This is an optimization exercise on Yosys and OpenROAD, whose aim is small area, a short achievable clock period and few clock cycles per item, not a production implementation. No functional check of the RTL was part of this run. Power figures rest on the tool's default switching activity, not on a simulated workload.

--- design/flow/run.sh ---
#!/bin/bash
# synth_recipe.tcl (not shown) runs the flow's synth.tcl, then flattens the netlist and writes it again
# the make line also repeats each setting of config.mk as NAME=value (left out here)
make -C /OpenROAD-flow-scripts/flow DESIGN_CONFIG=/design/flow/config.mk WORK_HOME=/design/flow/orfs CLKGATE_MAP_FILE= SYNTH_SCRIPT=/design/flow/synth_recipe.tcl finish
--- design/flow/config.mk ---
export PLATFORM = sky130hd
export DESIGN_NAME = core_top
export DESIGN_NICKNAME = core_top
export VERILOG_FILES = /design/flow/design.v
export SDC_FILE = /design/flow/constraint.sdc
export NUM_CORES = 4
export LEC_CHECK = 0
export CAP_MARGIN = 20
export CORE_MARGIN = 2
export CORE_UTILIZATION = 45
export SETUP_SLACK_MARGIN = 3.0
export SLEW_MARGIN = 20
--- design/flow/constraint.sdc ---
create_clock -name core_clock -period 5.5 [get_ports {clk}]
set_input_delay 1.1000 -clock core_clock [delete_from_list [all_inputs] [get_ports {clk}]]
set_output_delay 1.1000 -clock core_clock [all_outputs]
set_load 0.01 [all_outputs]
--- design/flow/design.v ---
localparam [6:0] OPC_OP     = 7'b0110011;
localparam [6:0] OPC_OP_IMM = 7'b0010011;
localparam [6:0] OPC_LUI    = 7'b0110111;
`timescale 1ns/1ps
module core_top #(
    parameter int QN = 4             
) (
    input  logic        clk,
    input  logic        reset,
    input  logic        instr_valid,
    output logic        instr_ready,
    input  logic [31:0] instr,
    output logic        commit_valid,
    input  logic        commit_ready,
    output logic [36:0] commit       
);
localparam [6:0] OPC_OP     = 7'b0110011;
localparam [6:0] OPC_OP_IMM = 7'b0010011;
localparam [6:0] OPC_LUI    = 7'b0110111;
    localparam int NB = QN - 1;      
    localparam int BW = (NB > 1) ? $clog2(NB) : 1;
    localparam int CW = $clog2(QN + 1);
    logic          rdy_q;
    logic [CW-1:0] cnt_q;            
    logic [CW-1:0] cnt_nx;
    logic          in_legal, acc, pop;
    assign instr_ready = rdy_q;
    assign in_legal = (instr[6:0] == OPC_OP) || (instr[6:0] == OPC_OP_IMM) ||
                      (instr[6:0] == OPC_LUI);
    assign acc    = instr_valid && rdy_q && in_legal;
    assign cnt_nx = cnt_q + CW'(acc) - CW'(pop);
    always_ff @(posedge clk) begin
        if (reset) begin
            cnt_q <= '0;
            rdy_q <= 1'b1;
        end else begin
            cnt_q <= cnt_nx;
            rdy_q <= cnt_nx != CW'(QN);
        end
    end
    logic        d_v, d_we;          
    logic        d_reg;              
    logic        d_lui;
    logic [4:0]  d_rs1, d_rs2, d_rd;
    logic [2:0]  d_f3;
    logic        d_alt;              
    logic [19:0] d_imm;              
    logic        d_fxa, d_fxb, d_fwa, d_fwb;    
    logic        x_we, w_we;
    logic [4:0]  x_rd, w_rd;
    logic [4:0]  in_rs1, in_rs2;
    logic        in_reg;
    assign in_reg = instr[5] & instr[4] & ~instr[2];     
    assign in_rs1 = instr[2] ? 5'd0 : instr[19:15];      
    assign in_rs2 = instr[24:20];
    always_ff @(posedge clk) begin
        if (reset) begin
            d_v  <= 1'b0;
            d_we <= 1'b0;
        end else begin
            d_v  <= acc;
            d_we <= acc && (instr[11:7] != 5'd0);
        end
    end
    always_ff @(posedge clk) begin
        d_reg <= in_reg;
        d_lui <= instr[2];
        d_rs1 <= in_rs1;
        d_rs2 <= in_rs2;
        d_rd  <= instr[11:7];
        d_f3  <= instr[2] ? 3'b000 : instr[14:12];
        d_alt <= instr[30];
        d_imm <= instr[31:12];
        d_fxa <= d_we && (d_rd == in_rs1);
        d_fxb <= d_we && (d_rd == in_rs2) && in_reg;
        d_fwa <= x_we && (x_rd == in_rs1);
        d_fwb <= x_we && (x_rd == in_rs2) && in_reg;
    end
    logic [31:0] rf [1:31];
    logic [31:0] w_data;
    logic        x_v;
    logic [31:0] x_a, x_b;
    logic        x_sub;              
    logic        x_add, x_slt, x_sltu, x_xor, x_or, x_and, x_sll, x_srl, x_sra;
    logic [31:0] x_res;
    logic [31:0] rf_a, rf_b, r_a, r_b, r_imm;
    always_comb begin
        rf_a = '0;
        rf_b = '0;
        for (int i = 1; i < 32; i++) begin
            if (d_rs1 == 5'(i)) rf_a = rf[i];
            if (d_rs2 == 5'(i)) rf_b = rf[i];
        end
    end
    assign r_imm = d_lui ? {d_imm, 12'b0} : {{20{d_imm[19]}}, d_imm[19:8]};
    assign r_a   = d_fxa ? x_res : d_fwa ? w_data : rf_a;
    assign r_b   = d_fxb ? x_res : d_fwb ? w_data : d_reg ? rf_b : r_imm;
    always_ff @(posedge clk) begin
        if (reset) begin
            x_v  <= 1'b0;
            x_we <= 1'b0;
        end else begin
            x_v  <= d_v;
            x_we <= d_we;
        end
    end
    always_ff @(posedge clk) begin
        x_rd   <= d_rd;
        x_a    <= r_a;
        x_b    <= r_b;
        x_add  <= d_f3 == 3'b000;
        x_sub  <= (d_f3 == 3'b000 && d_reg && d_alt) || d_f3 == 3'b010 || d_f3 == 3'b011;
        x_sll  <= d_f3 == 3'b001;
        x_slt  <= d_f3 == 3'b010;
        x_sltu <= d_f3 == 3'b011;
        x_xor  <= d_f3 == 3'b100;
        x_srl  <= d_f3 == 3'b101 && !d_alt;
        x_sra  <= d_f3 == 3'b101 && d_alt;
        x_or   <= d_f3 == 3'b110;
        x_and  <= d_f3 == 3'b111;
    end
    logic [31:0] sum, shl, shr;
    logic        lt;
    logic [4:0]  sh;
    assign sh  = x_b[4:0];
    assign sum = x_a + (x_b ^ {32{x_sub}}) + {31'b0, x_sub};
    assign lt  = (x_a[31] == x_b[31]) ? sum[31] : (x_slt ? x_a[31] : x_b[31]);
    assign shl = x_a << sh;
    assign shr = 32'($signed({x_sra & x_a[31], x_a}) >>> sh);
    assign x_res = ({32{x_add}}          & sum)
                 | ({32{x_slt | x_sltu}} & {31'b0, lt})
                 | ({32{x_xor}}          & (x_a ^ x_b))
                 | ({32{x_or}}           & (x_a | x_b))
                 | ({32{x_and}}          & (x_a & x_b))
                 | ({32{x_sll}}          & shl)
                 | ({32{x_srl | x_sra}}  & shr);
    always_ff @(posedge clk) begin
        if (reset) w_we <= 1'b0;
        else       w_we <= x_we;
    end
    always_ff @(posedge clk) begin
        w_rd   <= x_rd;
        w_data <= x_res;
    end
    logic [31:0] wr_data;
    assign wr_data = reset ? 32'd0 : w_data;
    always_ff @(posedge clk) begin
        for (int i = 1; i < 32; i++) begin
            if (reset || (w_we && w_rd == 5'(i))) rf[i] <= wr_data;
        end
    end
    logic          o_v;
    logic [36:0]   o_q;
    logic [36:0]   b_q [NB];
    logic [BW-1:0] b_head, b_tail, b_head_nx, b_tail_nx;
    logic [CW-1:0] b_cnt;
    logic          o_free, b_empty, b_pop, b_push;
    logic [36:0]   x_rec;
    assign x_rec        = {x_rd, x_res};
    assign commit_valid = o_v;
    assign commit       = o_q;
    assign pop          = o_v && commit_ready;
    assign o_free       = !o_v || commit_ready;      
    assign b_empty      = b_cnt == '0;
    assign b_pop        = o_free && !b_empty;
    assign b_push       = x_v && !(o_free && b_empty);
    assign b_head_nx    = (b_head == BW'(NB - 1)) ? {BW{1'b0}} : b_head + 1'b1;
    assign b_tail_nx    = (b_tail == BW'(NB - 1)) ? {BW{1'b0}} : b_tail + 1'b1;
    always_ff @(posedge clk) begin
        if (reset) begin
            o_v    <= 1'b0;
            b_head <= '0;
            b_tail <= '0;
            b_cnt  <= '0;
        end else begin
            if (o_free) o_v <= !b_empty || x_v;
            if (b_pop)  b_head <= b_head_nx;
            if (b_push) b_tail <= b_tail_nx;
            b_cnt <= b_cnt + CW'(b_push) - CW'(b_pop);
        end
    end
    always_ff @(posedge clk) begin
        if (o_free) o_q <= b_empty ? x_rec : b_q[b_head];
        if (b_push) b_q[b_tail] <= x_rec;
    end
endmodule
==> notes.md <==
==> cells in the final DEF, fill, tap and decap left out, drive strengths merged, types with 49 or more instances in the layout <==
cell type and n:
inv 122, nor2 364, edfxtp 1140, o221ai 74, a22oi 203, a21oi 280
nor3 82, o22ai 233, o21ai 423, nand2 345, a211oi 58, dfxtp 174
buf 607, nand3 80, clkbuf 201, nor4 49, nor2b 64, ha 99
mux4 63, a221oi 98, mux2 109, mux2i 210
==> path summary, 6_finish.rpt <==
check	from	end	slack, ns	cells past startpoint
worst max-delay path	x_b[8]	o_q[19]	2.08	13
worst min-delay path	d_rd[1]	x_rd[1]	0.40	0
worst max register to register	x_b[8]	o_q[19]	2.08	13
worst min register to register	d_rd[1]	x_rd[1]	0.40	0
==> cell families after synthesis <==
group,after synthesis,share of synthesized area (%)
AND/OR/NAND/NOR,1186,8.69
buffers and inverters,502,3.25
adder cells (fa/ha/maj),102,2.02
AO/OA/AOI/OAI,1812,19.0
flip-flops,1314,58.7
XOR/XNOR,71,0.967
multiplexers,382,7.41
==> metal layers <==
layer	share of wire (%)	wire length [um]	track usage, %	vias up
met3	13	36700	11.2	910
met5	0.015	43	0.529	-
li1	-	-	-	22200
met1	37	105000	49.3	27100
met4	7.2	20600	22.0	6
met2	43	123000	55.1	4416
==> repair_timing <==
action,CTS,global route
hold endpoints to repair,0,0
setup endpoints to repair,441,366
buffers inserted,218,91
gates resized for setup,731,264
pin swaps,112,96
gates cloned,14,8
==> critical path, stage by stage (launching register included) <==
cell	delay, ns
dfxtp_4	0.45
xor2_2	0.20
ha_4	0.23
buf_4	0.16
a31o_4	0.24
o41a_1	0.52
buf_4	0.21
buf_6	0.11
a31oi_4	0.14
o21bai_1	0.09
xor2_1	0.18
a21oi_2	0.32
buf_4	0.19
o21ai_4	0.09
==> through the flow <==
stage / worst slack (ns) / utilization [%] / hold WS, ns / std cells
final: 2.08 / 56.3 / 0.397 / 7804
after global routing: 2.06 / 56.3 / 0.408 / 7801
after CTS: 2.16 / 54.9 / 0.399 / 7700
after detailed placement: 0.954 / 48.4 / 0.390 / 7209
after global placement: 0.402 / 48.3 / 0.385 / 7207
after floorplan: 2.21 / - / 0.373 / 5369
==> final cells by class <==
| class | instances | share of cell area (%) |
|---|---|---|
| Timing Repair Buffer | 657 | 8.42 |
| Clock inverter | 68 | 0.929 |
| Antenna cell | 5 | 0.0157 |
| Multi-Input combinational cell | 3556 | 34.8 |
| Sequential cell | 1314 | 47.4 |
| Timing Repair inverter | 1 | 0.00627 |
| Tap cell | 1890 | 2.96 |
| Clock buffer | 191 | 4.84 |
| Inverter | 122 | 0.664 |
==> where the power goes <==
part | switching (mW) | leakage, nW | internal [mW] | total [mW]
registers | 1.35 | 13.0 | 13.0 | 14.3
clock network | 4.19 | 2.23 | 5.37 | 9.56
logic | 4.89 | 13.3 | 3.18 | 8.06
==> impl_results.md <==
* Slew margin rel. at 31.5%
* Initial DRC Count at 9147
* Power density over the cells at 401 nW/um2
* Crit path kind: register to register
* Yosys top cell area share at between 50% and 60%
* Final worst-path cycle share at 62.2%
* Hold Path Class: register to register
* Placer congestion estimate at 1.06
* Worst EP arrival at 3.94 ns
* Largest regs: rf: 992 flops, b_q: 111 flops, o_q: 37 flops
* Final Hold Vio Count at 0
* First-pass GRT wire length at 394000 um
* Port Buffer Count at 74
* Max rail drop VDD at 0.000313 V
* Most frequent cell after synthesis: edfxtp_1
* Nets at 5931
* Mapped Avg Cell Area at 12.0 um2
* Clock Latency Late Sink at 0.80 ns
* Design Area, Final at approximately 80000 um2
* Vias in the first global route at 51000
* Drt via density at around 7.0
* Die Ht at around 380 um
* Number of filler cells placed in the layout at 11800
* Share of layout cells above drive strength 1 at 26.2%
* Count of maximum capacitance violations at 0
* Clock Root Buffer: clkbuf_16
* Core ar. at 142000 um2
* Area of the multi-input gates at 27700 um2
* DR pass1 iterations at 7
* FP Rows at 138
* Max-slew violations at 0
* CTS max path bufs at 3
* Die X-Extent at 382 um
* DRT antenna net count at 0
* CTS Hold Buffers Added at 0
* Final setup viols at 0
* Initial antenna violation count at 8
* Die area at 146000 um2
* Setup Skew at slightly below 0.05 ns
* Synth area leader: edfxtp_1
* Status: timing/DRC/antenna clean
* Setup TNS at 0 ns
* Post-synthesis sequential area ratio at 58.7%
* Asr flop ratio synth at 0%
* Final Critical Period at 3.42 ns
* Total chip power at approximately 32 mW
* Commonest cells post-synth: edfxtp_1 (1140), o21ai_0 (413), nor2_1 (360), nand2_1 (345), a21oi_1 (278)
* EDFF count, synth at between 1000 and 1500
* FF+latch area at 37800 um2
* Biggest register: rf
* Initial Utilization at 45.4%
* Grt ovf at 0
* Post-placement cell area at roughly 68000 um2
* Largest net degree at the start of global routing at 51
* Vias at 54600
* Static Leakage at 28.6 nW
* CP endpoint kind: register
* CP required at 6.02 ns
* Top cells by area, synth: edfxtp_1 (53%), dfxtp_1 (5.4%), mux2i_1 (3.3%)
* Slew @ Worst Pin at 1.00 ns
* TritonCTS buffer count at between 100 and 150
* Ys Warns at 2
* Largest fanout on the critical path at 5
* Yosys reg bits at about 1300
* GRT Total Usage at 37.6%
* DR WL/cell at 36.5 um
* CTS tree: built
* # DRC at 0
* Post-DP HPWL at about 190000 um
* I/O Pins at 75
* RSZ-0062 raised after global routing: yes
* CTS sink count at 1314
* Prevailing post-synth register cell: edfxtp_1
* Setup crit start kind: register
* Total wire length at 285000 um
* Mapped Cells at 5369
* Post-Syn Nets at 5507
* Area grow syn2layout at 24.1%
* Cell variety after synth at 102
* Clock Pin Slew Worst Setup and Hold Paths at 0.06 ns
* Mapped Area at between 60000 and 70000 um2
* F_max at 0.292 GHz
* CTS H-Tree Depth at 4
* Number of flip-flops in the largest register at about 990

## port drivers added, routing unchanged
No port has a modelled driver above. Below, the same layout with a new extraction and two added sets of constraints.
Step 1 sets driving cells, clkbuf_16 on the clock port and buf_2 on the other inputs (assumed; they add their load-dependent delay and slew).
Step 2, shift: input delay + t, output delay - t, t = (earliest + latest rising clock arrival at the registers) / 2. This alone moves slack from input paths to output paths.
Three values: no drivers, after step 1, after step 2; two values: the first two.
t, ns: 0.864
slack for setup (ns): 2.079 / 2.079 / 2.079
hold slack, ns: 0.397 / 0.397 / 0.397
worst setup path at the end: register to register
latest minus earliest clock arrival (ns): 0.052 / 0.052
After both steps this run still meets setup and hold. For this run, drivers alone change the setup slack by 0.000 ns; drivers and shift together by 0.000 ns.
